This design comes from an exercise in tuning for small area on the open sky130 flow, not from production work. Function was checked by simulation only, so behaviour that the tests miss may differ from the original. No activity file was given, so power comes from the tool's default toggle rates.

==> design.v <==
`default_nettype none
package aes_pkg;
  typedef logic [128-1:0] aes_block_t;
  typedef logic [128-1:0]   aes_key_t;
endpackage
`default_nettype wire
`default_nettype none
module aes_sbox (
  input  wire [7:0] u,
  output wire [7:0] y
);
  wire t1, t2, t3, t4, t5, t6, t7, t8, t9, t10, t11, t12, t13, t14, t15, t16, t17, t18, t19, t20, t21, t22, t23, t24, t25, t26, t27, m1, m2, m3, m4, m5, m6, m7, m8, m9, m10, m11, m12, m13, m14, m15, m16, m17, m18, m19, m20, m21, m22, m23, m24, m25, m26, m27, m28, m29, m30, m31, m32, m33, m34, m35, m36, m37, m38, m39, m40, m41, m42, m43, m44, m45, m46, m47, m48, m49, m50, m51, m52, m53, m54, m55, m56, m57, m58, m59, m60, m61, m62, m63, l0, l1, l2, l3, l4, l5, l6, l7, l8, l9, l10, l11, l12, l13, l14, l15, l16, l17, l18, l19, l20, l21, l22, l23, l24, l25, l26, l27, l28, l29, s0, s1, s2, s3, s4, s5, s6, s7;
  assign t1 = u[7] ^ u[4];
  assign t2 = u[7] ^ u[2];
  assign t3 = u[7] ^ u[1];
  assign t4 = u[4] ^ u[2];
  assign t5 = u[3] ^ u[1];
  assign t6 = t1 ^ t5;
  assign t7 = u[6] ^ u[5];
  assign t8 = u[0] ^ t6;
  assign t9 = u[0] ^ t7;
  assign t10 = t6 ^ t7;
  assign t11 = u[6] ^ u[2];
  assign t12 = u[5] ^ u[2];
  assign t13 = t3 ^ t4;
  assign t14 = t6 ^ t11;
  assign t15 = t5 ^ t11;
  assign t16 = t5 ^ t12;
  assign t17 = t9 ^ t16;
  assign t18 = u[4] ^ u[0];
  assign t19 = t7 ^ t18;
  assign t20 = t1 ^ t19;
  assign t21 = u[1] ^ u[0];
  assign t22 = t7 ^ t21;
  assign t23 = t2 ^ t22;
  assign t24 = t2 ^ t10;
  assign t25 = t20 ^ t17;
  assign t26 = t3 ^ t16;
  assign t27 = t1 ^ t12;
  assign m1 = t13 & t6;
  assign m2 = t23 & t8;
  assign m3 = t14 ^ m1;
  assign m4 = t19 & u[0];
  assign m5 = m4 ^ m1;
  assign m6 = t3 & t16;
  assign m7 = t22 & t9;
  assign m8 = t26 ^ m6;
  assign m9 = t20 & t17;
  assign m10 = m9 ^ m6;
  assign m11 = t1 & t15;
  assign m12 = t4 & t27;
  assign m13 = m12 ^ m11;
  assign m14 = t2 & t10;
  assign m15 = m14 ^ m11;
  assign m16 = m3 ^ m2;
  assign m17 = m5 ^ t24;
  assign m18 = m8 ^ m7;
  assign m19 = m10 ^ m15;
  assign m20 = m16 ^ m13;
  assign m21 = m17 ^ m15;
  assign m22 = m18 ^ m13;
  assign m23 = m19 ^ t25;
  assign m24 = m22 ^ m23;
  assign m25 = m22 & m20;
  assign m26 = m21 ^ m25;
  assign m27 = m20 ^ m21;
  assign m28 = m23 ^ m25;
  assign m29 = m28 & m27;
  assign m30 = m26 & m24;
  assign m31 = m20 & m23;
  assign m32 = m27 & m31;
  assign m33 = m27 ^ m25;
  assign m34 = m21 & m22;
  assign m35 = m24 & m34;
  assign m36 = m24 ^ m25;
  assign m37 = m21 ^ m29;
  assign m38 = m32 ^ m33;
  assign m39 = m23 ^ m30;
  assign m40 = m35 ^ m36;
  assign m41 = m38 ^ m40;
  assign m42 = m37 ^ m39;
  assign m43 = m37 ^ m38;
  assign m44 = m39 ^ m40;
  assign m45 = m42 ^ m41;
  assign m46 = m44 & t6;
  assign m47 = m40 & t8;
  assign m48 = m39 & u[0];
  assign m49 = m43 & t16;
  assign m50 = m38 & t9;
  assign m51 = m37 & t17;
  assign m52 = m42 & t15;
  assign m53 = m45 & t27;
  assign m54 = m41 & t10;
  assign m55 = m44 & t13;
  assign m56 = m40 & t23;
  assign m57 = m39 & t19;
  assign m58 = m43 & t3;
  assign m59 = m38 & t22;
  assign m60 = m37 & t20;
  assign m61 = m42 & t1;
  assign m62 = m45 & t4;
  assign m63 = m41 & t2;
  assign l0 = m61 ^ m62;
  assign l1 = m50 ^ m56;
  assign l2 = m46 ^ m48;
  assign l3 = m47 ^ m55;
  assign l4 = m54 ^ m58;
  assign l5 = m49 ^ m61;
  assign l6 = m62 ^ l5;
  assign l7 = m46 ^ l3;
  assign l8 = m51 ^ m59;
  assign l9 = m52 ^ m53;
  assign l10 = m53 ^ l4;
  assign l11 = m60 ^ l2;
  assign l12 = m48 ^ m51;
  assign l13 = m50 ^ l0;
  assign l14 = m52 ^ m61;
  assign l15 = m55 ^ l1;
  assign l16 = m56 ^ l0;
  assign l17 = m57 ^ l1;
  assign l18 = m58 ^ l8;
  assign l19 = m63 ^ l4;
  assign l20 = l0 ^ l1;
  assign l21 = l1 ^ l7;
  assign l22 = l3 ^ l12;
  assign l23 = l18 ^ l2;
  assign l24 = l15 ^ l9;
  assign l25 = l6 ^ l10;
  assign l26 = l7 ^ l9;
  assign l27 = l8 ^ l10;
  assign l28 = l11 ^ l14;
  assign l29 = l11 ^ l17;
  assign s0 = l6 ^ l24;
  assign s1 = ~(l16 ^ l26);
  assign s2 = ~(l19 ^ l28);
  assign s3 = l6 ^ l21;
  assign s4 = l20 ^ l22;
  assign s5 = l25 ^ l29;
  assign s6 = ~(l13 ^ l27);
  assign s7 = ~(l6 ^ l23);
  assign y = {s0, s1, s2, s3, s4, s5, s6, s7};
endmodule
`default_nettype wire
`default_nettype none
module aes_top (
  input  logic                clk_i,
  input  logic                reset_i,
  input  logic                cfg_we_i,
  input  logic [1:0]          mode_i,
  input  aes_pkg::aes_key_t   key_i,
  input  aes_pkg::aes_block_t iv_i,
  input  logic                start_i,
  input  aes_pkg::aes_block_t data_i,
  output logic                ready_o,
  output logic                valid_o,
  output aes_pkg::aes_block_t data_o
);
  localparam logic [2:0] ST_IDLE = 3'd0;   
  localparam logic [2:0] ST_CLR  = 3'd1;   
  localparam logic [2:0] ST_PREP = 3'd2;   
  localparam logic [2:0] ST_ENC  = 3'd3;   
  localparam logic [1:0] M_ECB = 2'd0;
  localparam logic [1:0] M_CBC = 2'd1;
  localparam logic [1:0] M_CTR = 2'd2;
  function automatic logic [7:0] xt(input logic [7:0] b);
    xt = {b[6:0], 1'b0} ^ (b[7] ? 8'h1b : 8'h00);
  endfunction
  function automatic logic [7:0] inc8(input logic [7:0] a, input logic ci);
    logic cy;
    cy = ci;
    for (int i = 0; i < 8; i++) begin
      inc8[i] = a[i] ^ cy;
      cy      = cy & a[i];
    end
  endfunction
  logic [3:0] ph;
  logic [2:0] st;
  logic [5:0] c;      
  logic       bk;     
  logic [1:0] mode;
  logic       vflag;
  logic       cy;     
  logic [7:0] s [16];
  logic [7:0] k [16];
  logic [7:0] v [16];
  logic [7:0] e1, e2;
  wire [1:0] r = ph[1:0];
  wire last = (ph == 4'd15);
  assign ready_o = (st == ST_IDLE) && last;
  wire acc_blk = start_i & ready_o;
  wire acc_cfg = cfg_we_i & ready_o & ~start_i;
  assign valid_o = vflag && (ph == 4'd0);
  wire enc   = (st == ST_ENC);
  wire clr   = (st == ST_CLR);
  wire prep  = (st == ST_PREP);
  wire rds   = enc && !bk;
  wire s_ark = rds && (c[1:0] == 2'd0);
  wire s_sra = rds && (c[1:0] == 2'd1);   
  wire s_srb = rds && (c[1:0] == 2'd2);   
  wire mcen  = s_ark && (c >= 6'd4) && (c <= 6'd36);
  wire k_inv = enc && (bk || (c[5] && c[3]));
  wire k_f1  = s_ark && !k_inv;
  wire k_dl  = rds && (c[1:0] != 2'd0);
  logic [7:0] src;
  always_comb begin
    src = s[0];
    if (s_sra) begin
      if (r == 2'd2)      src = (ph == 4'd2) ? s[12] : e1;    
      else if (r == 2'd0) src = (ph == 4'd12) ? e2 : s[4];   
    end else if (s_srb && r == 2'd1) begin                   
      case (ph[3:2])
        2'd0, 2'd1: src = s[8];
        2'd2:       src = e2;
        default:    src = e1;
      endcase
    end
  end
  wire [7:0] mx    = (r == 2'd0) ? s[3] : e2;
  wire [7:0] md    = s[0] ^ mx;
  wire [7:0] tcomb = md ^ s[1] ^ s[2];
  wire [7:0] tsel  = (r == 2'd0) ? tcomb : e1;
  wire [7:0] mcx   = tsel ^ xt(md);   
  wire e1_en = (s_sra && r == 2'd2) || (s_srb && ph == 4'd5) || (mcen && r == 2'd0);
  wire e2_en = (s_sra && ph == 4'd0) || (s_srb && ph == 4'd1) || mcen;
  always_ff @(posedge clk_i) begin
    if (e1_en) e1 <= mcen ? tcomb : s[0];
    if (e2_en) e2 <= s[0];
  end
  wire [7:0] ktap  = (ph == 4'd12) ? k[7] : k[3];
  wire [7:0] sbin  = s_sra ? src : ktap;
  wire [7:0] sbout;
  aes_sbox u_sbox (.u(sbin), .y(sbout));
  logic [7:0] sbase;
  always_comb begin
    if (clr)        sbase = 8'h00;
    else if (prep)  sbase = (mode == M_ECB) ? 8'h00 : v[0];
    else if (s_sra) sbase = sbout;
    else            sbase = src;
  end
  wire [7:0] stail = sbase ^ (s_ark ? k[0] : 8'h00) ^ (mcen ? mcx : 8'h00);
  wire [3:0] kst  = c[5:2];
  wire [7:0] cinc = inc8({4'd0, ~kst}, 1'b1);
  wire [3:0] cdec = ~cinc[3:0];    
  wire [7:0] rcon = kst[3] ? ((kst[1:0] == 2'd0) ? 8'h1b : 8'h36) : (8'h01 << kst[2:0]);
  wire        k_xd  = (k_dl || k_inv) && (ph[3:2] != 2'd3);
  wire        k_xs  = (k_f1 || k_inv) && (ph[3:2] == 2'd3);
  wire [7:0]  ktail = (clr ? 8'h00 : k[0])
                    ^ (k_xd ? k[4] : 8'h00)
                    ^ (k_xs ? (sbout ^ ((ph == 4'd15) ? rcon : 8'h00)) : 8'h00);
  wire vinc = prep && (mode == M_CTR);
  wire [7:0] vtail = inc8(v[0], cy & vinc);
  always_ff @(posedge clk_i) begin
    if (!vinc) cy <= 1'b1;
    else       cy <= cy & (&v[0]);
  end
  for (genvar j = 0; j < 16; j++) begin : g_ring
    localparam int B = 15 - j;
    wire [7:0] s_in = (j == 15) ? stail : s[(j + 1) % 16];
    wire [7:0] k_in = (j == 15) ? ktail : k[(j + 1) % 16];
    wire [7:0] v_in = (j == 15) ? vtail : v[(j + 1) % 16];
    always_ff @(posedge clk_i) begin
      s[j] <= s_in ^ (acc_blk ? data_i[127 - 8 * B -: 8] : 8'h00);
      k[j] <= acc_cfg ? key_i[127 - 8 * B -: 8] : k_in;
      v[j] <= acc_cfg ? iv_i[127 - 8 * B -: 8] : v_in;
    end
    assign data_o[127 - 8 * B -: 8] = s[j];
  end
  always_ff @(posedge clk_i) begin
    if (reset_i) begin
      ph    <= 4'd0;
      st    <= ST_CLR;
      mode  <= M_ECB;
      vflag <= 1'b0;
      c     <= 6'd0;
      bk    <= 1'b0;
    end else begin
      ph <= 4'(inc8({4'd0, ph}, 1'b1));
      if (ph == 4'd0) vflag <= 1'b0;
      if (last) begin
        c <= 6'(inc8({2'd0, c}, 1'b1));
        case (st)
          ST_IDLE: begin
            if (acc_cfg) begin
              st   <= ST_PREP;
              mode <= (mode_i == 2'b01) ? M_CBC : (mode_i == 2'b10) ? M_CTR : M_ECB;
            end else if (acc_blk) begin
              if (mode == M_CTR) begin
                st    <= ST_PREP;
                vflag <= 1'b1;
              end else begin
                st <= ST_ENC;
                c  <= 6'd0;
              end
            end
          end
          ST_CLR: st <= ST_IDLE;
          ST_PREP: begin
            if (mode == M_CTR) begin
              st <= ST_ENC;
              c  <= 6'd0;
            end else begin
              st <= ST_IDLE;
            end
          end
          default: begin   
            if (c[5] && c[3]) begin
              bk <= 1'b1;
              c  <= 6'd32;
            end else if (bk) begin
              c <= {cdec, 2'b00};
            end
            if (bk && c == 6'd0) begin
              bk <= 1'b0;
              if (mode == M_CTR) begin
                st <= ST_IDLE;
              end else begin
                vflag <= 1'b1;
                st    <= (mode == M_ECB) ? ST_PREP : ST_IDLE;
              end
            end
          end
        endcase
      end
    end
  end
endmodule
`default_nettype wire
==> flow/run.sh <==
#!/bin/bash
# Standard ORFS layout (the standard.sh) with three changes to how it
# is built:
#  - synthesis is the standard synthesis script, except that ABC maps
#    the logic with an area-oriented script (flow/area.abc); flip-flop
#    mapping, flattening and naming are unchanged, so the registers are
#    the standard synthesis's;
#  - ports are buffered with the smallest buffer (buf_1) instead of the
#    default clkdlybuf4s50_1; every port still gets its own buffer;
#  - the clock tree uses clkbuf_4 cells in small sink clusters, without
#    dummy loads. No register gets a deliberate clock offset.
# Each tool's output goes to its own log (ORFS keeps per-step logs under
# orfs/logs); make's own output goes to standard.log.
set -euo pipefail
here=$(pwd)
export MY_ABC_SCRIPT="$here/flow/area.abc"
export BUFFER_PORTS_ARGS="-buffer_cell sky130_fd_sc_hd__buf_1"
export CTS_ARGS="-sink_clustering_enable -repair_clock_nets -buf_list sky130_fd_sc_hd__clkbuf_4 -dont_use_dummy_load -sink_clustering_size 10 -sink_clustering_max_diameter 40"
{ cat flow/abc_override.tcl; cat synth_recipe.tcl; } > my_synth.tcl
sed "s#SYNTH_SCRIPT=[^ ]*synth_recipe.tcl#SYNTH_SCRIPT=$here/my_synth.tcl#" standard.sh > my_standard.sh
grep -q "SYNTH_SCRIPT=$here/my_synth.tcl" my_standard.sh
bash my_standard.sh > standard.log 2>&1
==> flow/abc_override.tcl <==
# Use flow/area.abc for ABC's technology mapping instead of ORFS's script.
proc abc {args} {
  set i [lsearch -exact $args -script]
  if {$i >= 0} { set args [lreplace $args $i [expr {$i + 1}] -script $::env(MY_ABC_SCRIPT)] }
  yosys abc {*}$args
}
==> flow/area.abc <==
strash
dch -f
amap -m
topo
==> standard.sh <==
#!/bin/bash
# synth_recipe.tcl (not shown) runs the flow's synth.tcl, then flattens the netlist and writes it again
# the make line also repeats each setting of config.mk as NAME=value (left out here)
make -C /OpenROAD-flow-scripts/flow DESIGN_CONFIG=/design/flow/config.mk WORK_HOME=/design/flow/orfs CLKGATE_MAP_FILE= SYNTH_SCRIPT=/design/flow/synth_recipe.tcl "${@:-finish}"
==> config.mk <==
export PLATFORM = sky130hd
export DESIGN_NAME = aes_top
export DESIGN_NICKNAME = aes_top
export VERILOG_FILES = /design/flow/design.v
export SDC_FILE = /design/flow/constraint.sdc
export NUM_CORES = 4
export LEC_CHECK = 0
export CAP_MARGIN = 20
export CORE_MARGIN = 2
export CORE_UTILIZATION = 50
export SLEW_MARGIN = 20
==> constraint.sdc <==
create_clock -name core_clock -period 10.0 [get_ports {clk_i}]
set_input_delay 2.0000 -clock core_clock [delete_from_list [all_inputs] [get_ports {clk_i}]]
set_output_delay 2.0000 -clock core_clock [all_outputs]
set_load 0.01 [all_outputs]
==> results of run 1 <==
worst max path at each step:
stage                                 from                  to  slack (ns)  cells past startpoint
after floorplan                   cfg_we_i  st[0]$_SDFFE_PP1P_       -1.55                      7
after global placement    ph[3]$_SDFF_PP0_    s[15][6]$_DFF_P_        0.99                     35
after detailed placement  ph[3]$_SDFF_PP0_    s[15][7]$_DFF_P_        0.54                     37
after CTS                 ph[3]$_SDFF_PP0_    s[15][7]$_DFF_P_        0.54                     37
after global routing      ph[3]$_SDFF_PP0_    s[15][6]$_DFF_P_        0.02                     37
final                     ph[3]$_SDFF_PP0_    s[15][1]$_DFF_P_        1.07                     40
area by class of cell:
type                            count  area (µm²)
Antenna cell                        4        10.0
Inverter                           98         380
Fill cell                        2974       12500
Multi-Input combinational cell   1210        7200
Timing Repair Buffer              531        2070
Clock buffer                       55         413
Tap cell                          402         503
Sequential cell                   417        8510
metrics by stage:
step                      power [W]  instances  area (µm²)  utilization [%]
after global placement      0.00182       2656       18600             59.0
after detailed placement    0.00183       2656       18600             59.0
after floorplan             0.00175       1725       16100                -
after CTS                   0.00259       2711       19000             60.3
after global routing        0.00268       2714       19100             60.5
final                       0.00257       2717       19100             60.5
cells by family after synthesis:
kind of cell,synth area share [%]
compound gates,30.8
xor+xnor,0.382
fa+ha+maj,2.49
buf+inv,2.29
flops,53.0
simple gates,11.0
cell usage after synthesis, types with 4 or more instances:
master	n	share of area, %
dfxtp_1	401	50
o22a_1	252	14
nand2_1	220	5.1
nor2_1	170	4.0
o21ai_0	149	4.6
a21oi_1	137	4.3
clkinv_1	98	2.3
o22ai_1	74	2.9
a31oi_1	54	2.1
ha_1	32	2.5
a211oi_1	21	0.98
nor3_1	21	0.65
edfxtp_1	16	3.0
nor2b_1	15	0.58
a22oi_1	9	0.42
a221oi_1	8	0.44
a32oi_1	6	0.33
nand3_1	5	0.16
and3_1	4	0.16
o221ai_1	4	0.22
xnor2_1	4	0.22
flip-flops by register name, summed over array words and instances (netlist names):
| name | count |
|---|---|
| bk | 1 |
| c | 6 |
| cy | 1 |
| e1 | 8 |
| e2 | 8 |
| k | 128 |
| mode | 2 |
| ph | 4 |
| s | 128 |
| st | 2 |
| v | 128 |
| vflag | 1 |
worst register-to-register path, delay by kind of cell (launching register included):
kind / cells / cell delay, ns
AO/OA/AOI/OAI: 21 / 4.80
adder cells (fa/ha/maj): 1 / 0.30
flip-flops: 1 / 0.58
buffers and inverters: 10 / 2.05
AND/OR/NAND/NOR: 8 / 1.11
metal layers:
metal | vias to the layer above | routed length [µm] | global-route usage [%]
met3 | 116 | 4740 | 9.69
met2 | 628 | 23600 | 48.7
met5 | - | 40 | 0
met4 | 6 | 1710 | 10.6
met1 | 6786 | 19900 | 33.4
li1 | 7638 | - | -
where the power goes:
part	total [W]	internal (W)	switching, W	leakage, nW
Combinational	0.000120	0.0000556	0.0000644	3.04
Clock	0.000778	0.000251	0.000526	0.253
Sequential	0.00167	0.00167	0.00000124	3.38
Total	0.00257	0.00198	0.000592	6.68
timing repair:
item	4_1_cts	5_1_grt
buffers inserted	0	0
setup endpoints to repair	0	16
endpoints found under the hold margin	0	0
gates resized for setup	0	5
==> summary.txt, run 1 <==
* HP Start: k[5][0]$_DFF_P_
* DR vias/cell at 5.58
* DRT Wirelength at 50.0 mm
* Worst slack, placed at 0.538 ns
* RSZ-0062 raised after global routing: false
* Max IR drop VDD at about 0.10 mV
* Hold path depth at 1
* Max-slew violations at 0
* Final Worst Setup Slack at about 1.1 ns
* CTS sink cnt at 417
* Min cycle time layout at 8.93 ns
* CP arrival at approximately 9.6 ns
* Biggest cell delay along the critical path at 0.58 ns
* Synthesized area at 0.0161 mm²
* Setup TNS at 0 ns
* Clock slew at the register clock pins of the worst setup and hold paths at 0.10 ns
* Critical Path Fanout Max at 13
* Total grt overflow at 0
* Layout cells sized above 1 at 3.12%
* Largest net degree at the start of global routing at about 150
* Post-DP HPWL at 37.8 mm
* Crit share post-route at approximately 89%
* Critical path type: flip-flop to flip-flop
* Area Overhead vs Synth at 18.9%
* Synthesis Warnings at 4
* Die Y-Extent at 183 µm
* PD cells at between 100 and 150 mW/mm²
* First-pass GRT wire length at 75.4 mm
* Number of global-route vias before repair at approximately 14,000
* Count of TritonRoute iterations in the first routing pass at 8
* RR Startpoint: ph[3]$_SDFF_PP0_
* Antenna violations before repair at 6
* FMAX at 112 MHz
* Final #Nets at 2,735
* DRC viols at 0
* Reg2reg path depth at 40
* Average cell area after synthesis at between 9 and 10 µm²
* Max H-tree Level at 2
* Crit path required time at 10.64 ns
* EDFF count, synth at 16
* Hold_ws at ~0.42 ns
* CORE AREA at 0.0316 mm²
* Row cnt at between 60 and 70
* Starting Density at 50.9%
* Leak Pwr at 6.68 nW
* Total track usage at 28.6%
* Top_reg_cell synth: dfxtp_1
* Sequential cell area fraction in the yosys report at between 50% and 60%
* Cell mode on critical path: clkinv_1
* Async SR Flop Fraction at 0%
* Commonest non-fill, non-tap cell in the layout: buf_1
* Startpoint types: flip-flop
* Chip Width at about 180 µm
* Iteration-0 DRC Markers at 1,096
* Setup Viol. Count Final at 0
* Max Cap Viol at 0
* R2R setup slack at between 1 and 1.5 ns
* Post-CTS Hold Buffers at 0
* Worst-case clock buffer depth at 3
* Hold Vio Cnt, Final at 0
* Antenna Violating Nets Remaining at 0
* Mapped Nets at 2,147
* Actual slew at the worst max-slew pin at about 1.1 ns
* PortBufs at 519
* Slowest CP cell: dfxtp_1
* Ports at 520
* Root buffer cell: clkbuf_4
* Clock latency (worst-skew pair) at 0.75 ns
* Routed vias at 15,200
* Slew HR at roughly 25%
* GP Congestion at 0.975
* #FFs+latches synth at between 400 and 500
* Run status: finished clean
* Hold EP: k[4][0]$_DFF_P_
* Num CTS Buffers at 55
* CP bufs+invs at 10
* Avg WL per Cell at 18.4 µm
* R2R Path End: s[15][1]$_DFF_P_
* Delay-heaviest family, CP: compound AO/OA/AOI/OAI gates
* Synth unique cells at 33
* Most frequent cells in the layout: 519 x buf_1, 401 x dfxtp_1, 252 x o22a_1, 219 x nand2_1, 168 x nor2_1
* Syn Inst Count at 1,725
* Clock skew at 0.132 ns
* TritonCTS clock tree: done
* Worst setup EP type: flip-flop
* Worst Hold Class: flip-flop to flip-flop
* Die ar. at between 0.03 and 0.04 mm²
==> run 2, diff against run 1 <==
--- a/design.v
+++ b/design.v
@@ -175,7 +175,7 @@
   endfunction
   logic [3:0] ph;
   logic [2:0] st;
-  logic [5:0] c;      
+  logic [6:0] c;      
   logic       bk;     
   logic [1:0] mode;
   logic       vflag;
@@ -194,51 +194,40 @@
   wire clr   = (st == ST_CLR);
   wire prep  = (st == ST_PREP);
   wire rds   = enc && !bk;
-  wire s_ark = rds && (c[1:0] == 2'd0);
-  wire s_sra = rds && (c[1:0] == 2'd1);   
-  wire s_srb = rds && (c[1:0] == 2'd2);   
-  wire mcen  = s_ark && (c >= 6'd4) && (c <= 6'd36);
-  wire k_inv = enc && (bk || (c[5] && c[3]));
+  wire [2:0] sub = c[2:0];
+  wire s_ark = rds && (sub == 3'd0);
+  wire s_sb  = rds && (sub == 3'd1);
+  wire s_sr  = rds && (sub != 3'd0) && (sub != 3'd7);
+  wire [1:0] rrow = (sub == 3'd1) ? 2'd2 : (sub[2] == 1'b0) ? 2'd1 : 2'd0;
+  wire sr_on = s_sr && (r == rrow);
+  wire mcen  = s_ark && (c >= 7'd8) && (c <= 7'd72);
+  wire k_inv = enc && (bk || (c[6] && c[4]));
   wire k_f1  = s_ark && !k_inv;
-  wire k_dl  = rds && (c[1:0] != 2'd0);
-  logic [7:0] src;
-  always_comb begin
-    src = s[0];
-    if (s_sra) begin
-      if (r == 2'd2)      src = (ph == 4'd2) ? s[12] : e1;    
-      else if (r == 2'd0) src = (ph == 4'd12) ? e2 : s[4];   
-    end else if (s_srb && r == 2'd1) begin                   
-      case (ph[3:2])
-        2'd0, 2'd1: src = s[8];
-        2'd2:       src = e2;
-        default:    src = e1;
-      endcase
-    end
-  end
+  wire k_dl  = rds && (sub != 3'd0) && (sub[2] == 1'b0);
+  wire [7:0] src = sr_on ? ((ph[3:2] == 2'd0) ? s[12] : e1) : s[0];
   wire [7:0] mx    = (r == 2'd0) ? s[3] : e2;
   wire [7:0] md    = s[0] ^ mx;
   wire [7:0] tcomb = md ^ s[1] ^ s[2];
   wire [7:0] tsel  = (r == 2'd0) ? tcomb : e1;
   wire [7:0] mcx   = tsel ^ xt(md);   
-  wire e1_en = (s_sra && r == 2'd2) || (s_srb && ph == 4'd5) || (mcen && r == 2'd0);
-  wire e2_en = (s_sra && ph == 4'd0) || (s_srb && ph == 4'd1) || mcen;
+  wire e1_en = sr_on || (mcen && r == 2'd0);
   always_ff @(posedge clk_i) begin
     if (e1_en) e1 <= mcen ? tcomb : s[0];
-    if (e2_en) e2 <= s[0];
+    e2 <= s[0];
   end
   wire [7:0] ktap  = (ph == 4'd12) ? k[7] : k[3];
-  wire [7:0] sbin  = s_sra ? src : ktap;
+  wire [7:0] sbin  = s_sb ? src : ktap;
   wire [7:0] sbout;
   aes_sbox u_sbox (.u(sbin), .y(sbout));
   logic [7:0] sbase;
   always_comb begin
     if (clr)        sbase = 8'h00;
     else if (prep)  sbase = (mode == M_ECB) ? 8'h00 : v[0];
-    else if (s_sra) sbase = sbout;
+    else if (s_sb)  sbase = sbout;
     else            sbase = src;
   end
   wire [7:0] stail = sbase ^ (s_ark ? k[0] : 8'h00) ^ (mcen ? mcx : 8'h00);
-  wire [3:0] kst  = c[5:2];
+  wire [3:0] kst  = c[6:3];
   wire [7:0] cinc = inc8({4'd0, ~kst}, 1'b1);
   wire [3:0] cdec = ~cinc[3:0];    
   wire [7:0] rcon = kst[3] ? ((kst[1:0] == 2'd0) ? 8'h1b : 8'h36) : (8'h01 << kst[2:0]);
@@ -271,13 +260,13 @@
       st    <= ST_CLR;
       mode  <= M_ECB;
       vflag <= 1'b0;
-      c     <= 6'd0;
+      c     <= 7'd0;
       bk    <= 1'b0;
     end else begin
       ph <= 4'(inc8({4'd0, ph}, 1'b1));
       if (ph == 4'd0) vflag <= 1'b0;
       if (last) begin
-        c <= 6'(inc8({2'd0, c}, 1'b1));
+        c <= 7'(inc8({1'b0, c}, 1'b1));
         case (st)
           ST_IDLE: begin
             if (acc_cfg) begin
@@ -289,7 +278,7 @@
                 vflag <= 1'b1;
               end else begin
                 st <= ST_ENC;
-                c  <= 6'd0;
+                c  <= 7'd0;
               end
             end
           end
@@ -297,19 +286,19 @@
           ST_PREP: begin
             if (mode == M_CTR) begin
               st <= ST_ENC;
-              c  <= 6'd0;
+              c  <= 7'd0;
             end else begin
               st <= ST_IDLE;
             end
           end
           default: begin   
-            if (c[5] && c[3]) begin
+            if (c[6] && c[4]) begin
               bk <= 1'b1;
-              c  <= 6'd32;
+              c  <= 7'd64;
             end else if (bk) begin
-              c <= {cdec, 2'b00};
+              c <= {cdec, 3'b000};
             end
-            if (bk && c == 6'd0) begin
+            if (bk && c == 7'd0) begin
               bk <= 1'b0;
               if (mode == M_CTR) begin
                 st <= ST_IDLE;
==> summary.txt, run 2 <==
* Run status: finished clean (unchanged)
* Routed vias at 14,500 (was 15,200)
* Average cell area after synthesis at 9.31 µm² (was 9.30 µm²)
* Top flop regs: k x128, s x128, v x128 (unchanged)
* Max-slew violations at 0 (unchanged)
* Total grt overflow at 0 (unchanged)
* Syn Inst Count at 1,686 (was 1,725)
* CORE AREA at 0.0307 mm² (was 0.0316 mm²)
* DR vias/cell at 5.44 (was 5.58)
* Async SR Flop Fraction at 0% (unchanged)
* Design area at 0.0186 mm² (was 0.0191 mm²)
* CTS sink cnt at 418 (was 417)
* Slew HR at 37.1% (was 24.6%)
* Min cycle time layout at 8.77 ns (was 8.93 ns)
* Largest net degree at the start of global routing at 203 (was 147)
* CP arrival at 9.35 ns (was 9.57 ns)
* Final Power at 0.00253 W (was 0.00257 W)
* GP Congestion at 0.872 (was 0.975)
* Mapped Nets at 2,106 (was 2,147)
* PortBufs at 519 (unchanged)
* Leak Pwr at 6.50 nW (was 6.68 nW)
* EDFF count, synth at 8 (was 16)
* Critical path type: flip-flop to flip-flop (unchanged)
* Crit path required time at 10.58 ns (was 10.64 ns)
* Clock latency (worst-skew pair) at 0.73 ns (was 0.75 ns)
* Die ar. at 0.0328 mm² (was 0.0335 mm²)
* Clock skew at 0.0743 ns (was 0.132 ns)
* Row cnt at 64 (was 65)
* TritonCTS clock tree: done (unchanged)
* Worst setup EP type: flip-flop (unchanged)
* Critical Path Fanout Max at 17 (was 13)
* Share of the synthesized area in the top cell type at 52.3% (was 50.0%)
* First-pass GRT wire length at 70.4 mm (was 75.4 mm)
* Worst Hold Class: flip-flop to flip-flop (unchanged)
* PD cells at 136 mW/mm² (was 135 mW/mm²)
* Layout cells sized above 1 at 2.87% (was 3.12%)
* Max IR drop VDD at 0.113 mV (was 0.103 mV)
* Ports at 520 (unchanged)
* Hold Vio Cnt, Final at 0 (unchanged)
* Die Y-Extent at 181 µm (was 183 µm)
* Reg2reg path depth at 38 (was 40)
* Starting Density at 51.1% (was 50.9%)
* Hold path depth at 1 (unchanged)
* R2R setup slack at 1.23 ns (was 1.07 ns)
* Startpoint types: flip-flop (unchanged)
* # Post-CTS Setup Buffers at 0 (unchanged)
* Most common cell in the netlist: dfxtp_1 (unchanged)
* Root buffer cell: clkbuf_4 (unchanged)
* Crit share post-route at 87.7% (was 89.3%)
* Synthesized area at 0.0157 mm² (was 0.0161 mm²)
* Final #Nets at 2,688 (was 2,735)
* DRT Wirelength at 46.4 mm (was 50.0 mm)
* HP Start: k[14][7]$_DFF_P_ (was k[5][0]$_DFF_P_)
* Most frequent cells in the layout: 519 x buf_1, 410 x dfxtp_1, 259 x o22a_1, 239 x nand2_1, 158 x nor2_1 (was 519 x buf_1, 401 x dfxtp_1, 252 x o22a_1, 219 x nand2_1, 168 x nor2_1)
* DP Area at 0.0182 mm² (was 0.0186 mm²)
* Sequential cell area fraction in the yosys report at 53.8% (was 53.0%)
* Number of global-route vias before repair at 13,400 (was 14,000)
* Non-Filler Instances at 2,663 (was 2,717)
* Area leader, netlist: dfxtp_1 (unchanged)
* Worst-case clock buffer depth at 3 (unchanged)
* Max Cap Viol at 0 (unchanged)
* Synth unique cells at 29 (was 33)
* DRC viols at 0 (unchanged)
* Max H-tree Level at 2 (unchanged)
* Biggest cell delay along the critical path at 0.59 ns (was 0.58 ns)
* FMAX at 114 MHz (was 112 MHz)
* Dpl cells at 2,609 (was 2,656)
* #FFs+latches synth at 418 (was 417)
* Count of TritonRoute iterations in the first routing pass at 6 (was 8)
* Hold EP: k[13][7]$_DFF_P_ (was k[4][0]$_DFF_P_)
* RR Startpoint: bk$_SDFFE_PP0P_ (was ph[3]$_SDFF_PP0_)
* Total track usage at 27.0% (was 28.6%)
* Post-DP HPWL at 35.5 mm (was 37.8 mm)
* Synth top area cells: dfxtp_1 52%, o22a_1 14%, nand2_1 5.7% (was dfxtp_1 50%, o22a_1 14%, nand2_1 5.1%)
* Avg WL per Cell at 17.4 µm (was 18.4 µm)
* Post-CTS Hold Buffers at 0 (unchanged)
* Num CTS Buffers at 53 (was 55)
* Setup Viol. Count Final at 0 (unchanged)
* Top_reg_cell synth: dfxtp_1 (unchanged)
* CP startpoint: bk$_SDFFE_PP0P_ (was ph[3]$_SDFF_PP0_)
* Actual slew at the worst max-slew pin at 0.944 ns (was 1.12 ns)
* Commonest cells post-synth: 410 x dfxtp_1, 259 x o22a_1, 240 x nand2_1, 159 x nor2_1, 159 x o21ai_0 (was 401 x dfxtp_1, 252 x o22a_1, 220 x nand2_1, 170 x nor2_1, 149 x o21ai_0)
* R2R Path End: s[15][1]$_DFF_P_ (unchanged)
* Setup TNS at 0 ns (unchanged)
* Iteration-0 DRC Markers at 903 (was 1,096)
* Commonest non-fill, non-tap cell in the layout: buf_1 (unchanged)
* Area Overhead vs Synth at 18.7% (was 18.9%)
* Clock slew at the register clock pins of the worst setup and hold paths at 0.10 ns (about the same)
* RSZ-0062 raised after global routing: false (unchanged)
* Slowest CP cell: nand4_1 (was dfxtp_1)
* Chip Width at 181 µm (was 183 µm)
* Antenna Violating Nets Remaining at 0 (unchanged)
* Synthesis Warnings at 4 (unchanged)
* Antenna violations before repair at 2 (was 6)
==> run 2: cell families (layout without fill, tap and decap cells) <==
logic type	count (synthesis)	in the layout	synth area share, %
and+or+nand+nor	442	442	11.1
adders and majority gates	30	30	2.39
DFF	418	418	53.8
xor gates and xnor gates	7	7	0.390
other	0	1	0
buffers and inverters	89	669	2.13
AOI/OAI and AO/OA	700	700	30.2
==> run 2: worst max-delay path by stage <==
stage / end / slack (ns) / depth (start not counted)
4_1_cts: k[15][7]$_DFF_P_ / 1.35 / 34
6_report: s[15][1]$_DFF_P_ / 1.23 / 38
5_1_grt: s[15][1]$_DFF_P_ / 0.04 / 41
2_1_floorplan: st[0]$_SDFFE_PP1P_ / -1.31 / 7
3_3_place_gp: k[15][7]$_DFF_P_ / 1.55 / 34
3_5_place_dp: s[15][1]$_DFF_P_ / 1.37 / 38
==> run 2: what timing repair did <==
| item | in CTS | in global routing |
|---|---|---|
| hold endpoints to repair | 0 | 0 |
| endpoints found under the setup margin | 0 | 5 |
| gates resized for setup | 0 | 2 |
==> run 2: layer usage <==
| layer | vias to the layer above | GRT usage (%) | share of wire (%) |
|---|---|---|---|
| met5 | - | 0 | 0.026 |
| met4 | 2 | 8.55 | 2.7 |
| met3 | 94 | 8.08 | 8.8 |
| li1 | 7420 | - | - |
| met1 | 6445 | 32.2 | 41 |
| met2 | 528 | 46.5 | 47 |
==> run 2: area by class of cell <==
| class | count | area (µm²) |
|---|---|---|
| diodes | 1 | 2.50 |
| inverters | 89 | 344 |
| multi-input cells | 1179 | 6940 |
| fillers | 2873 | 12100 |
| flip-flops and latches | 418 | 8450 |
| clock buffers | 53 | 398 |
| well taps | 396 | 495 |
| repair buffers | 527 | 2020 |
==> run 2: metrics by stage <==
| stage | hold WS [ns] | setup slack [ns] | util, % |
|---|---|---|---|
| CTS | 0.437 | 1.35 | 60.6 |
| detailed placement | 0.388 | 1.37 | 59.3 |
| global placement | 0.390 | 1.55 | 59.3 |
| finish | 0.428 | 1.23 | 60.6 |
| floorplan | 0.397 | -1.31 | - |
| global route | 0.447 | 0.0407 | 60.6 |
==> run 2: worst max-delay path: cells and delay by family (launching register included) <==
kind / cells / cell delay, ns
AO/OA/AOI/OAI: 19 / 4.50
adder cells (fa/ha/maj): 1 / 0.31
buffers and inverters: 10 / 2.13
flip-flops: 1 / 0.42
AND/OR/NAND/NOR: 8 / 1.30
==> run 2: report_power, final <==
part           switching [W]  leakage, nW  internal [W]
Combinational      0.0000525         2.88     0.0000520
Sequential       0.000000983         3.38       0.00167
Clock               0.000514        0.244      0.000242
==> run 3, diff against run 2 <==
--- a/design.v
+++ b/design.v
@@ -181,6 +181,8 @@
   logic       vflag;
   logic       cy;     
   logic [7:0] s [16];
+  logic [7:0] kq [16];
+  logic [7:0] vq [16];
   logic [7:0] k [16];
   logic [7:0] v [16];
   logic [7:0] e1, e2;
@@ -247,11 +249,14 @@
     wire [7:0] s_in = (j == 15) ? stail : s[(j + 1) % 16];
     wire [7:0] k_in = (j == 15) ? ktail : k[(j + 1) % 16];
     wire [7:0] v_in = (j == 15) ? vtail : v[(j + 1) % 16];
+    localparam logic [7:0] INV = (j % 2 == 1) ? 8'hff : 8'h00;
     always_ff @(posedge clk_i) begin
-      s[j] <= s_in ^ (acc_blk ? data_i[127 - 8 * B -: 8] : 8'h00);
-      k[j] <= acc_cfg ? key_i[127 - 8 * B -: 8] : k_in;
-      v[j] <= acc_cfg ? iv_i[127 - 8 * B -: 8] : v_in;
+      s[j]  <= s_in ^ (acc_blk ? data_i[127 - 8 * B -: 8] : 8'h00);
+      kq[j] <= (acc_cfg ? key_i[127 - 8 * B -: 8] : k_in) ^ INV;
+      vq[j] <= (acc_cfg ? iv_i[127 - 8 * B -: 8] : v_in) ^ INV;
     end
+    assign k[j] = kq[j] ^ INV;
+    assign v[j] = vq[j] ^ INV;
     assign data_o[127 - 8 * B -: 8] = s[j];
   end
   always_ff @(posedge clk_i) begin
==> summary.txt, run 3 <==
* Clock latency (worst-skew pair) at 0.72 ns (was 0.73 ns)
* Total grt overflow at 0 (unchanged)
* Row cnt at 64 (unchanged)
* Max H-tree Level at 2 (unchanged)
* First-pass GRT wire length at 71.4 mm (was 70.4 mm)
* Async SR Flop Fraction at 0% (unchanged)
* Post-CTS Hold Buffers at 0 (unchanged)
* Average cell area after synthesis at 8.54 µm² (was 9.31 µm²)
* Chip Width at 180 µm (was 181 µm)
* Synthesis Warnings at 6 (was 4)
* #FFs+latches synth at 418 (unchanged)
* Setup TNS at 0 ns (unchanged)
* R2R setup slack at 1.10 ns (was 1.23 ns)
* Leak Pwr at 6.57 nW (was 6.50 nW)
* Antenna Violating Nets Remaining at 0 (unchanged)
* DRT Wirelength at 45.9 mm (was 46.4 mm)
* TritonCTS clock tree: done (unchanged)
* CORE AREA at 0.0304 mm² (was 0.0307 mm²)
* Most frequent cells in the layout: 519 x buf_1, 410 x dfxtp_1, 295 x nor2_1, 267 x a21oi_1, 222 x nand2_1 (was 519 x buf_1, 410 x dfxtp_1, 259 x o22a_1, 239 x nand2_1, 158 x nor2_1)
* Max IR drop VDD at 0.101 mV (was 0.113 mV)
* Area Overhead vs Synth at 19.2% (was 18.7%)
* Die Y-Extent at 180 µm (was 181 µm)
* CP arrival at 9.46 ns (was 9.35 ns)
* Crit path required time at 10.56 ns (was 10.58 ns)
* Clock skew at 0.0910 ns (was 0.0743 ns)
* Biggest cell delay along the critical path at 0.51 ns (was 0.59 ns)
* Actual slew at the worst max-slew pin at 1.06 ns (was 0.944 ns)
* Clock slew at the register clock pins of the worst setup and hold paths at 0.10 ns (about the same)
* Hold path depth at 1 (unchanged)
* Iteration-0 DRC Markers at 822 (was 903)
* Top_reg_cell synth: dfxtp_1 (unchanged)
* Syn Inst Count at 1,803 (was 1,686)
* Worst setup path endpoint: kq[15][7]$_DFF_P_ (was s[15][1]$_DFF_P_)
* DP Area at 0.0180 mm² (was 0.0182 mm²)
* Worst Hold Class: flip-flop to flip-flop (unchanged)
* Worst slack, placed at 0.565 ns (was 1.37 ns)
* Design area at 0.0184 mm² (was 0.0186 mm²)
* Top flop regs: kq x128, s x128, vq x128 (was k x128, s x128, v x128)
* Mapped Nets at 2,223 (was 2,106)
* Final Worst Setup Slack at 1.10 ns (was 1.23 ns)
* FILL cells at 2,916 (was 2,873)
* Final Power at 0.00252 W (was 0.00253 W)
* Fin util at 60.3% (was 60.6%)
* Ports at 520 (unchanged)
* Critical Path Fanout Max at 15 (was 17)
* PortBufs at 519 (unchanged)
* Slew HR at 28.5% (was 37.1%)
* EDFF count, synth at 8 (unchanged)
* Die ar. at 0.0322 mm² (was 0.0328 mm²)
* Synth unique cells at 32 (was 29)
* Commonest non-fill, non-tap cell in the layout: buf_1 (unchanged)
* Synthesized area at 0.0154 mm² (was 0.0157 mm²)
* Synth top area cells: dfxtp_1 53%, a21oi_1 8.7%, o22ai_1 7.7% (was dfxtp_1 52%, o22a_1 14%, nand2_1 5.7%)
* Max-slew violations at 0 (unchanged)
* Area leader, netlist: dfxtp_1 (unchanged)
* Layout cells sized above 1 at 2.93% (was 2.87%)
* Max Cap Viol at 0 (unchanged)
* Run status: finished clean (unchanged)
* RR Startpoint: c[0]$_SDFFE_PP0P_ (was bk$_SDFFE_PP0P_)
* PD cells at 137 mW/mm² (was 136 mW/mm²)
* Reg2reg path depth at 38 (unchanged)
* Setup Viol. Count Final at 0 (unchanged)
* Largest net degree at the start of global routing at 195 (was 203)
* Crit share post-route at 89.0% (was 87.7%)
* Slowest CP cell: nor4_2 (was nand4_1)
* # Post-CTS Setup Buffers at 0 (unchanged)
* Count of TritonRoute iterations in the first routing pass at 5 (was 6)
* Worst setup EP type: flip-flop (unchanged)
* CTS sink cnt at 418 (unchanged)
* Post-CTS sizing at 0 (unchanged)
* RSZ-0062 raised after global routing: false (unchanged)
* Min cycle time layout at 8.90 ns (was 8.77 ns)
* Worst-case clock buffer depth at 3 (unchanged)
* Most common cell in the netlist: dfxtp_1 (unchanged)
* Root buffer cell: clkbuf_4 (unchanged)
* FMAX at 112 MHz (was 114 MHz)
* Cell mode on critical path: clkinv_1
* Startpoint types: flip-flop (unchanged)
* Final #Nets at 2,808 (was 2,688)
* CP startpoint: c[0]$_SDFFE_PP0P_ (was bk$_SDFFE_PP0P_)
* R2R Path End: kq[15][7]$_DFF_P_ (was s[15][1]$_DFF_P_)
* Critical path type: flip-flop to flip-flop (unchanged)
* Starting Density at 50.6% (was 51.1%)
* Num CTS Buffers at 52 (was 53)
* Avg WL per Cell at 16.5 µm (was 17.4 µm)
* DR vias/cell at 5.29 (was 5.44)
* Total track usage at 27.1% (was 27.0%)
* Post-DP HPWL at 34.5 mm (was 35.5 mm)
* GP Congestion at 0.889 (was 0.872)
* Antenna violations before repair at 2 (unchanged)
* Share of the synthesized area in the top cell type at 53.3% (was 52.3%)
* Sequential cell area fraction in the yosys report at 54.8% (was 53.8%)
* Hold Vio Cnt, Final at 0 (unchanged)
* Commonest cells post-synth: 410 x dfxtp_1, 296 x nor2_1, 267 x a21oi_1, 223 x nand2_1, 189 x o22ai_1 (was 410 x dfxtp_1, 259 x o22a_1, 240 x nand2_1, 159 x nor2_1, 159 x o21ai_0)
* Routed vias at 14,700 (was 14,500)
* Number of global-route vias before repair at 13,600 (was 13,400)
* DRC viols at 0 (unchanged)
run 3: changes by cell type in the layout (fill, tap and decap cells not counted), moves of 7 or more:
cell	delta
clkinv_1	-7
o22a_1	-246
a21oi_1	+137
nor2_1	+137
o21ai_0	-12
o22ai_1	+120
nand2_1	-17
run 3: layer usage:
layer / vias up / routed length [µm] / GRT usage (%)
li1: 7649 / - / -
met1: 6488 / 19400 / 34.1
met2: 512 / 21900 / 46.5
met3: 85 / 3530 / 6.58
met4: 0 / 1100 / 7.45
met5: - / 0 / 0
run 3: worst max-delay path: cells and delay by family, from the launching register on:
kind                       cells  cell delay (ns)
and+or+nand+nor                8             1.33
xor gates and xnor gates       1             0.32
adders and majority gates      2             0.50
AOI/OAI and AO/OA             18             4.70
buffers and inverters          9             1.47
DFF                            1             0.41
run 3: metrics by stage:
stage,std cells,hold WS [ns]
after floorplan,1803,0.383
after global placement,2729,0.384
after detailed placement,2729,0.391
after CTS,2781,0.380
after global routing,2784,0.382
final,2784,0.374
run 3: area by class of cell:
type | instances | area (µm²) | area share, %
antenna | 2 | 5.00 | 0.0273
timing repair buffer | 531 | 2040 | 11.1
sequential | 418 | 8450 | 46.0
tap | 396 | 495 | 2.70
clock buffer | 52 | 390 | 2.13
multi-input combinational | 1302 | 6670 | 36.3
inverter | 83 | 322 | 1.75
run 3: where the power goes:
part	internal (W)	total, W	leakage [nW]	switching [W]
sequential	0.00167	0.00167	3.53	0.00000115
combinational	0.0000498	0.000102	2.81	0.0000525
clock	0.000238	0.000750	0.239	0.000512
run 3: logic make-up (layout without fill, tap and decap cells):
| family | Yosys count | after routing | synth area share (%) |
|---|---|---|---|
| compound gates | 699 | 699 | 25.9 |
| xor+xnor | 9 | 9 | 0.512 |
| fa+ha+maj | 30 | 30 | 2.44 |
| buf+inv | 83 | 666 | 2.02 |
| flops | 418 | 418 | 54.8 |
| other cells | 0 | 2 | 0 |
| simple gates | 564 | 564 | 14.3 |
run 3: how the worst min path moves through the flow:
stage | start | endpoint | slack (ns)
2_1_floorplan | kq[1][0]$_DFF_P_ | kq[0][0]$_DFF_P_ | 0.38
3_3_place_gp | s[0][5]$_DFF_P_ | e2[5]$_DFF_P_ | 0.38
3_5_place_dp | vq[5][0]$_DFF_P_ | vq[4][0]$_DFF_P_ | 0.39
4_1_cts | vq[7][7]$_DFF_P_ | vq[6][7]$_DFF_P_ | 0.38
5_1_grt | vq[7][7]$_DFF_P_ | vq[6][7]$_DFF_P_ | 0.38
6_report | kq[15][6]$_DFF_P_ | kq[14][6]$_DFF_P_ | 0.37
==> run 4, diff against run 3 <==
--- a/design.v
+++ b/design.v
@@ -230,9 +230,9 @@
   end
   wire [7:0] stail = sbase ^ (s_ark ? k[0] : 8'h00) ^ (mcen ? mcx : 8'h00);
   wire [3:0] kst  = c[6:3];
-  wire [7:0] cinc = inc8({4'd0, ~kst}, 1'b1);
-  wire [3:0] cdec = ~cinc[3:0];    
-  wire [7:0] rcon = kst[3] ? ((kst[1:0] == 2'd0) ? 8'h1b : 8'h36) : (8'h01 << kst[2:0]);
+  wire [2:0] bsh  = c[2:0] - 3'd2;
+  wire [7:0] rcon = bk ? ((c[3:0] == 4'd1) ? 8'h1b : (8'h80 >> bsh))
+                  : kst[3] ? ((kst[1:0] == 2'd0) ? 8'h1b : 8'h36) : (8'h01 << kst[2:0]);
   wire        k_xd  = (k_dl || k_inv) && (ph[3:2] != 2'd3);
   wire        k_xs  = (k_f1 || k_inv) && (ph[3:2] == 2'd3);
   wire [7:0]  ktail = (clr ? 8'h00 : k[0])
@@ -297,13 +297,10 @@
             end
           end
           default: begin   
-            if (c[6] && c[4]) begin
+            if (c[6] && c[4] && !c[0]) begin
               bk <= 1'b1;
-              c  <= 7'd64;
-            end else if (bk) begin
-              c <= {cdec, 3'b000};
             end
-            if (bk && c == 7'd0) begin
+            if (bk && c[3] && c[0]) begin
               bk <= 1'b0;
               if (mode == M_CTR) begin
                 st <= ST_IDLE;
==> summary.txt, run 4 <==
* CP arrival at 9.29 ns (was 9.46 ns)
* Post-DP HPWL at 35.2 mm (was 34.5 mm)
* Ports at 520 (unchanged)
* Commonest non-fill, non-tap cell in the layout: buf_1 (unchanged)
* DP Area at 0.0179 mm² (was 0.0180 mm²)
* Design area at 0.0183 mm² (was 0.0184 mm²)
* Clock latency (worst-skew pair) at 0.73 ns (was 0.72 ns)
* Total track usage at 27.8% (was 27.1%)
* #FFs+latches synth at 418 (unchanged)
* DRT Wirelength at 46.7 mm (was 45.9 mm)
* Chip Width at 179 µm (was 180 µm)
* Crit share post-route at 87.7% (was 89.0%)
* Number of global-route vias before repair at 13,800 (was 13,600)
* Critical path type: flip-flop to flip-flop (unchanged)
* Hold path depth at 0 (was 1)
* GP Congestion at 0.917 (was 0.889)
* Die Y-Extent at 179 µm (was 180 µm)
* Synth top area cells: dfxtp_1 53%, a21oi_1 8.7%, o22ai_1 7.8% (was dfxtp_1 53%, a21oi_1 8.7%, o22ai_1 7.7%)
* Slew HR at 31.0% (was 28.5%)
* FMAX at 114 MHz (was 112 MHz)
* Synthesized area at 0.0154 mm² (about the same)
* Post-CTS Hold Buffers at 0 (unchanged)
* Syn Inst Count at 1,814 (was 1,803)
* Worst-case clock buffer depth at 3 (unchanged)
* Mapped Nets at 2,230 (was 2,223)
* Die ar. at 0.0322 mm² (about the same)
* Final Worst Setup Slack at 1.23 ns (was 1.10 ns)
* Max Cap Viol at 0 (unchanged)
* RSZ-0062 raised after global routing: false (unchanged)
* Max-slew violations at 0 (unchanged)
* Area leader, netlist: dfxtp_1 (unchanged)
* Most common cell in the netlist: dfxtp_1 (unchanged)
* CORE AREA at 0.0304 mm² (unchanged)
* Commonest cells post-synth: 410 x dfxtp_1, 290 x nor2_1, 266 x a21oi_1, 238 x nand2_1, 192 x o22ai_1 (was 410 x dfxtp_1, 296 x nor2_1, 267 x a21oi_1, 223 x nand2_1, 189 x o22ai_1)
* Clock skew at 0.0824 ns (was 0.0910 ns)
* Max IR drop VDD at 0.108 mV (was 0.101 mV)
* R2R Path End: kq[15][7]$_DFF_P_ (unchanged)
* DR vias/cell at 5.33 (was 5.29)
* HP Start: s[0][5]$_DFF_P_ (was kq[15][6]$_DFF_P_)
* Synth unique cells at 33 (was 32)
* Most frequent cells in the layout: 519 x buf_1, 410 x dfxtp_1, 289 x nor2_1, 266 x a21oi_1, 237 x nand2_1 (was 519 x buf_1, 410 x dfxtp_1, 295 x nor2_1, 267 x a21oi_1, 222 x nand2_1)
* Share of the synthesized area in the top cell type at 53.3% (about the same)
* First-pass GRT wire length at 72.5 mm (was 71.4 mm)
* R2R setup slack at 1.23 ns (was 1.10 ns)
* Setup Viol. Count Final at 0 (unchanged)
* Row cnt at 64 (unchanged)
* Fin util at 60.3% (about the same)
* CP startpoint: c[0]$_SDFFE_PP0P_ (unchanged)
* PD cells at 138 mW/mm² (was 137 mW/mm²)
* Startpoint types: flip-flop (unchanged)
* Run status: finished clean (unchanged)
* Layout cells sized above 1 at 2.88% (was 2.93%)
* Largest net degree at the start of global routing at 166 (was 195)
* Max H-tree Level at 2 (unchanged)
* Critical Path Fanout Max at 9 (was 15)
* Antenna Violating Nets Remaining at 0 (unchanged)
* Avg WL per Cell at 16.7 µm (was 16.5 µm)
* Crit path required time at 10.52 ns (was 10.56 ns)
* DRC viols at 0 (unchanged)
* Routed vias at 14,900 (was 14,700)
* Async SR Flop Fraction at 0% (unchanged)
* CTS sink cnt at 418 (unchanged)
* Slowest CP cell: dfxtp_1 (was nor4_2)
* Leak Pwr at 6.53 nW (was 6.57 nW)
* Hold Vio Cnt, Final at 0 (unchanged)
* RR Startpoint: c[0]$_SDFFE_PP0P_ (unchanged)
* Area Overhead vs Synth at 19.2% (about the same)
* Root buffer cell: clkbuf_4 (unchanged)
* Worst Hold Class: flip-flop to flip-flop (unchanged)
* Clock slew at the register clock pins of the worst setup and hold paths at 0.10 ns (about the same)
* PortBufs at 519 (unchanged)
* Total grt overflow at 0 (unchanged)
* Iteration-0 DRC Markers at 921 (was 822)
* Starting Density at 50.6% (about the same)
* Top flop regs: kq x128, s x128, vq x128 (unchanged)
* Min cycle time layout at 8.77 ns (was 8.90 ns)
* Synthesis Warnings at 6 (unchanged)
* Biggest cell delay along the critical path at 0.44 ns (was 0.51 ns)
* Worst slack, placed at 0.989 ns (was 0.565 ns)
* Antenna violations before repair at 2 (unchanged)
* Worst setup EP type: flip-flop (unchanged)
* Num CTS Buffers at 52 (unchanged)
* Reg2reg path depth at 41 (was 38)
* EDFF count, synth at 8 (unchanged)
* TritonCTS clock tree: done (unchanged)
* Average cell area after synthesis at 8.48 µm² (was 8.54 µm²)
* Cell mode on critical path: clkinv_1 (unchanged)
* Count of TritonRoute iterations in the first routing pass at 5 (unchanged)
* Sequential cell area fraction in the yosys report at 54.9% (was 54.8%)
* Hold EP: e2[5]$_DFF_P_ (was kq[14][6]$_DFF_P_)
* Top_reg_cell synth: dfxtp_1 (unchanged)
* Actual slew at the worst max-slew pin at 1.02 ns (was 1.06 ns)
* Final #Nets at 2,813 (was 2,808)
run 4: changes by cell type in the layout (fill, tap and decap cells not counted), moves of 4 or more:
cell,previous run,this run
o21ai_0,142,152
ha_1,30,25
nor2b_1,18,14
clkinv_1,80,87
a211oi_1,19,10
nand2_1,222,237
nor2_1,295,289
run 4: worst max path at each step:
stage / slack (ns) / cells after the start / to
2_1_floorplan: -1.57 / 7 / st[1]$_SDFFE_PP0P_
3_3_place_gp: 1.24 / 40 / kq[15][7]$_DFF_P_
3_5_place_dp: 0.99 / 40 / kq[15][7]$_DFF_P_
4_1_cts: 0.93 / 40 / kq[15][7]$_DFF_P_
5_1_grt: 0.005 / 41 / kq[15][7]$_DFF_P_
6_report: 1.23 / 41 / kq[15][7]$_DFF_P_
run 4: stage by stage:
step / std cells / hold WS [ns] / TNS, ns / power, W
global placement: 2737 / 0.377 / 0 / 0.00181
CTS: 2789 / 0.380 / 0 / 0.00255
finish: 2793 / 0.380 / 0 / 0.00253
detailed placement: 2737 / 0.376 / 0 / 0.00181
floorplan: 1814 / 0.383 / -176.90 / 0.00174
global route: 2793 / 0.393 / 0 / 0.00264
run 4: area by class of cell:
class	instances	area (µm²)
diodes	2	5.00
fillers	2962	12100
repair buffers	529	2030
flip-flops and latches	418	8450
well taps	396	495
clock buffers	52	390
multi-input cells	1307	6640
inverters	89	344
run 4: critical path, delay by kind of cell, from the launching register on:
kind                       cells  cell delay [ns]
AOI/OAI and AO/OA             18             4.77
and+or+nand+nor                9             0.73
buffers and inverters         11             1.79
adders and majority gates      2             0.53
xor gates and xnor gates       1             0.34
DFF                            1             0.44
run 4: routing by layer:
metal / wire length, µm / vias to the layer above / global-route usage [%]
li1: - / 7664 / -
met1: 19800 / 6556 / 35.7
met2: 21800 / 569 / 46.5
met3: 3640 / 105 / 6.28
met4: 1500 / 2 / 9.17
met5: 11 / - / 0
run 4: repair_timing:
action                     4_1_cts  5_1_grt
setup endpoints to repair        0        4
buffers inserted                 0        2
resized for setup                0        4
run 4: cells by family after synthesis:
group	count (synthesis)	share of synthesized area [%]
AOI/OAI and AO/OA	706	26.1
xor gates and xnor gates	6	0.342
adders and majority gates	26	2.11
buffers and inverters	89	2.17
DFF	418	54.9
and+or+nand+nor	569	14.4
run 4: where the power goes:
part	total [W]	internal [W]	switching, W
combinational	0.000102	0.0000489	0.0000529
clock	0.000754	0.000238	0.000516
sequential	0.00167	0.00167	0.00000104
==> run 5, diff against run 4 <==
--- a/design.v
+++ b/design.v
@@ -249,14 +249,15 @@
     wire [7:0] s_in = (j == 15) ? stail : s[(j + 1) % 16];
     wire [7:0] k_in = (j == 15) ? ktail : k[(j + 1) % 16];
     wire [7:0] v_in = (j == 15) ? vtail : v[(j + 1) % 16];
-    localparam logic [7:0] INV = (j % 2 == 1) ? 8'hff : 8'h00;
+    localparam logic [7:0] KINV = (j % 2 == 0) ? 8'hff : 8'h00;
+    localparam logic [7:0] VINV = (j % 2 == 1) ? 8'hff : 8'h00;
     always_ff @(posedge clk_i) begin
       s[j]  <= s_in ^ (acc_blk ? data_i[127 - 8 * B -: 8] : 8'h00);
-      kq[j] <= (acc_cfg ? key_i[127 - 8 * B -: 8] : k_in) ^ INV;
-      vq[j] <= (acc_cfg ? iv_i[127 - 8 * B -: 8] : v_in) ^ INV;
+      kq[j] <= (acc_cfg ? key_i[127 - 8 * B -: 8] : k_in) ^ KINV;
+      vq[j] <= (acc_cfg ? iv_i[127 - 8 * B -: 8] : v_in) ^ VINV;
     end
-    assign k[j] = kq[j] ^ INV;
-    assign v[j] = vq[j] ^ INV;
+    assign k[j] = kq[j] ^ KINV;
+    assign v[j] = vq[j] ^ VINV;
     assign data_o[127 - 8 * B -: 8] = s[j];
   end
   always_ff @(posedge clk_i) begin
==> summary.txt, run 5 <==
* Post-DP HPWL at 35.6 mm (was 35.2 mm)
* Synth unique cells at 33 (unchanged)
* Clock skew at 0.132 ns (was 0.0824 ns)
* EDFF count, synth at 8 (unchanged)
* Total grt overflow at 0 (unchanged)
* Iteration-0 DRC Markers at 795 (was 921)
* GP Congestion at 0.919 (was 0.917)
* CORE AREA at 0.0303 mm² (was 0.0304 mm²)
* Die Y-Extent at 179 µm (about the same)
* First-pass GRT wire length at 69.1 mm (was 72.5 mm)
* Antenna violations before repair at 3 (was 2)
* FILL cells at 2,865 (was 2,962)
* Count of TritonRoute iterations in the first routing pass at 5 (unchanged)
* Async SR Flop Fraction at 0% (unchanged)
* Clock latency (worst-skew pair) at 0.76 ns (was 0.73 ns)
* Antenna Violating Nets Remaining at 0 (unchanged)
* Actual slew at the worst max-slew pin at 1.05 ns (was 1.02 ns)
* Max H-tree Level at 2 (unchanged)
* Clock slew at the register clock pins of the worst setup and hold paths at 0.11 ns (was 0.10 ns)
* Chip Width at 179 µm (about the same)
* Startpoint types: flip-flop (unchanged)
* Commonest cells post-synth: 410 x dfxtp_1, 293 x nor2_1, 256 x a21oi_1, 225 x nand2_1, 196 x o22ai_1 (was 410 x dfxtp_1, 290 x nor2_1, 266 x a21oi_1, 238 x nand2_1, 192 x o22ai_1)
* Fin util at 60.2% (was 60.3%)
* Setup Viol. Count Final at 0 (unchanged)
* Die ar. at 0.0320 mm² (was 0.0322 mm²)
* DRC viols at 0 (unchanged)
* Ports at 520 (unchanged)
* Min cycle time layout at 8.86 ns (was 8.77 ns)
* Synth top area cells: dfxtp_1 54%, a21oi_1 8.4%, o22ai_1 8.0% (was dfxtp_1 53%, a21oi_1 8.7%, o22ai_1 7.8%)
* Post-CTS Hold Buffers at 0 (unchanged)
* R2R setup slack at 1.14 ns (was 1.23 ns)
* Num CTS Buffers at 54 (was 52)
* Crit share post-route at 88.6% (was 87.7%)
* Worst-case clock buffer depth at 3 (unchanged)
* Cell mode on critical path: a21oi_1 (was clkinv_1)
* Synthesized area at 0.0153 mm² (was 0.0154 mm²)
* Setup TNS at 0 ns (unchanged)
* Dpl cells at 2,706 (was 2,737)
* FMAX at 113 MHz (was 114 MHz)
* Final Power at 0.00254 W (was 0.00253 W)
* Critical Path Fanout Max at 15 (was 9)
* Number of global-route vias before repair at 13,100 (was 13,800)
* Area leader, netlist: dfxtp_1 (unchanged)
* Mapped Nets at 2,196 (was 2,230)
* Int Pwr at 0.00197 W (was 0.00196 W)
* Worst Hold Class: flip-flop to flip-flop (unchanged)
* Area Overhead vs Synth at 19.6% (was 19.2%)
* DRT Wirelength at 46.9 mm (was 46.7 mm)
* Root buffer cell: clkbuf_4 (unchanged)
* Slowest CP cell: nor4_2 (was dfxtp_1)
* Leak Pwr at 6.55 nW (was 6.53 nW)
* Average cell area after synthesis at 8.59 µm² (was 8.48 µm²)
* TritonCTS clock tree: done (unchanged)
* Most frequent cells in the layout: 519 x buf_1, 410 x dfxtp_1, 292 x nor2_1, 256 x a21oi_1, 224 x nand2_1 (was 519 x buf_1, 410 x dfxtp_1, 289 x nor2_1, 266 x a21oi_1, 237 x nand2_1)
* Avg WL per Cell at 17.0 µm (was 16.7 µm)
* Run status: finished clean (unchanged)
* Most common cell in the netlist: dfxtp_1 (unchanged)
* CP arrival at 9.47 ns (was 9.29 ns)
* Hold path depth at 1 (was 0)
* Final #Nets at 2,782 (was 2,813)
* Net Sw Power at 0.000575 W (was 0.000570 W)
* Syn Inst Count at 1,780 (was 1,814)
* Share of the synthesized area in the top cell type at 53.7% (was 53.3%)
* PD cells at 139 mW/mm² (was 138 mW/mm²)
* Clk pwr share at 30.2% (was 29.9%)
* Sequential cell area fraction in the yosys report at 55.3% (was 54.9%)
* DR vias/cell at 5.32 (was 5.33)
* Sw frac at 22.6% (about the same)
* Max IR drop VDD at 0.128 mV (was 0.108 mV)
* Biggest cell delay along the critical path at 0.48 ns (was 0.44 ns)
* Layout cells sized above 1 at 3.09% (was 2.88%)
* Max Cap Viol at 0 (unchanged)
* Starting Density at 50.4% (was 50.6%)
* Slew HR at 29.8% (was 31.0%)
* Max-slew violations at 0 (unchanged)
* Reg2reg path depth at 39 (was 41)
* Top_reg_cell synth: dfxtp_1 (unchanged)
* Hold Vio Cnt, Final at 0 (unchanged)
* Commonest non-fill, non-tap cell in the layout: buf_1 (unchanged)
* Crit path required time at 10.61 ns (was 10.52 ns)
* Critical path type: flip-flop to flip-flop (unchanged)
* Total track usage at 27.7% (was 27.8%)
* Worst setup EP type: flip-flop (unchanged)
* Largest net degree at the start of global routing at 169 (was 166)
* CTS sink cnt at 418 (unchanged)
* #FFs+latches synth at 418 (unchanged)
* Sequential Power Share at 65.7% (was 66.1%)
* PortBufs at 519 (unchanged)
* Top flop regs: kq x128, s x128, vq x128 (unchanged)
* Routed vias at 14,700 (was 14,900)
* Row cnt at 64 (unchanged)
* Synthesis Warnings at 6 (unchanged)
* Non-Filler Instances at 2,764 (was 2,793)
* Comb pwr share at 4.1% (was 4.0%)
## run 5: routing by layer
metal | share of wire (%) | global-route usage [%] | up-vias | wire length (µm)
li1 | - | - | 7617 | -
met1 | 41 | 33.8 | 6498 | 19200
met2 | 47 | 46.4 | 510 | 22000
met3 | 9.0 | 8.02 | 92 | 4230
met4 | 3.4 | 10.1 | 0 | 1590
met5 | 0 | 0 | - | 0
## run 5: area by class of cell
cell class / count / area [µm²] / area share, %
well taps: 396 / 495 / 2.71
inverters: 70 / 270 / 1.48
clock buffers: 54 / 405 / 2.22
diodes: 4 / 10.0 / 0.0548
flip-flops and latches: 418 / 8450 / 46.2
multi-input cells: 1292 / 6610 / 36.2
repair buffers: 530 / 2030 / 11.1
## run 5: worst paths after layout
kind,start,endpoint
max,c[1]$_SDFFE_PP0P_,s[15][7]$_DFF_P_
min,vq[9][2]$_DFF_P_,vq[8][2]$_DFF_P_
max reg2reg,c[1]$_SDFFE_PP0P_,s[15][7]$_DFF_P_
min reg2reg,vq[9][2]$_DFF_P_,vq[8][2]$_DFF_P_
## run 5: cells by family after synthesis
family / count (synthesis) / share of synthesized area (%)
AND/OR/NAND/NOR: 552 / 14.0
AO/OA/AOI/OAI: 705 / 26.4
XOR/XNOR: 9 / 0.516
buffers and inverters: 70 / 1.72
flip-flops: 418 / 55.3
adder cells (fa/ha/maj): 26 / 2.13
## run 5: metrics by stage
stage / hold WS [ns] / worst slack (ns) / cell area (µm²)
global route: 0.349 / -0.00152 / 18300
floorplan: 0.383 / -1.11 / 15300
CTS: 0.347 / 0.481 / 18200
detailed placement: 0.391 / 0.613 / 17800
global placement: 0.384 / 0.882 / 17800
finish: 0.353 / 1.14 / 18300
## run 5: power groups by stage
stage          Clock [W]  Sequential, W  Combinational [W]
5_1_grt         0.000854        0.00167           0.000116
3_3_place_gp           0        0.00171           0.000101
4_1_cts         0.000791        0.00167           0.000103
6_report        0.000767        0.00167           0.000104
3_5_place_dp           0        0.00171           0.000102
2_1_floorplan          0        0.00171          0.0000327
## run 5: repair_timing
item / CTS / global route
endpoints found under the setup margin: 0 / 15
buffers inserted: 0 / 0
resized for setup: 0 / 6
## run 5: worst max-delay path, delay by kind of cell (launching register included)
family | cells | cell delay [ns]
AO/OA/AOI/OAI | 20 | 4.99
AND/OR/NAND/NOR | 11 | 1.64
flip-flops | 1 | 0.43
buffers and inverters | 6 | 1.09
adder cells (fa/ha/maj) | 2 | 0.55

==> afterwards: timing with drivers on the ports <==
The flow's constraints put no driver on any port. The routed layouts listed below were extracted and timed again, unchanged, in two steps.
Step 1 assumes that a clkbuf_16 drives the clock port and a buf_2 every other input.
Step 2, shift: input delay + t, output delay - t, t = (earliest + latest rising clock arrival at the registers) / 2. This alone moves slack from input paths to output paths.
a / b / c = ideal ports / drivers / drivers and shift; a / b = the first two.
run | t (ns) | slack for setup (ns) | hold slack, ns
run 1 | 0.734 | 1.071 / 1.071 / 1.071 | 0.417 / 0.417 / 0.417
run 2 | 0.742 | 1.230 / 1.230 / 1.230 | 0.428 / 0.428 / 0.428
run 3 | 0.731 | 1.099 / 1.099 / 1.099 | 0.374 / 0.374 / 0.374
run 4 | 0.740 | 1.232 / 1.232 / 1.232 | 0.380 / 0.380 / 0.380
run 5 | 0.739 | 1.143 / 1.143 / 1.143 | 0.353 / 0.353 / 0.353
After both steps setup and hold are still met in every run listed.
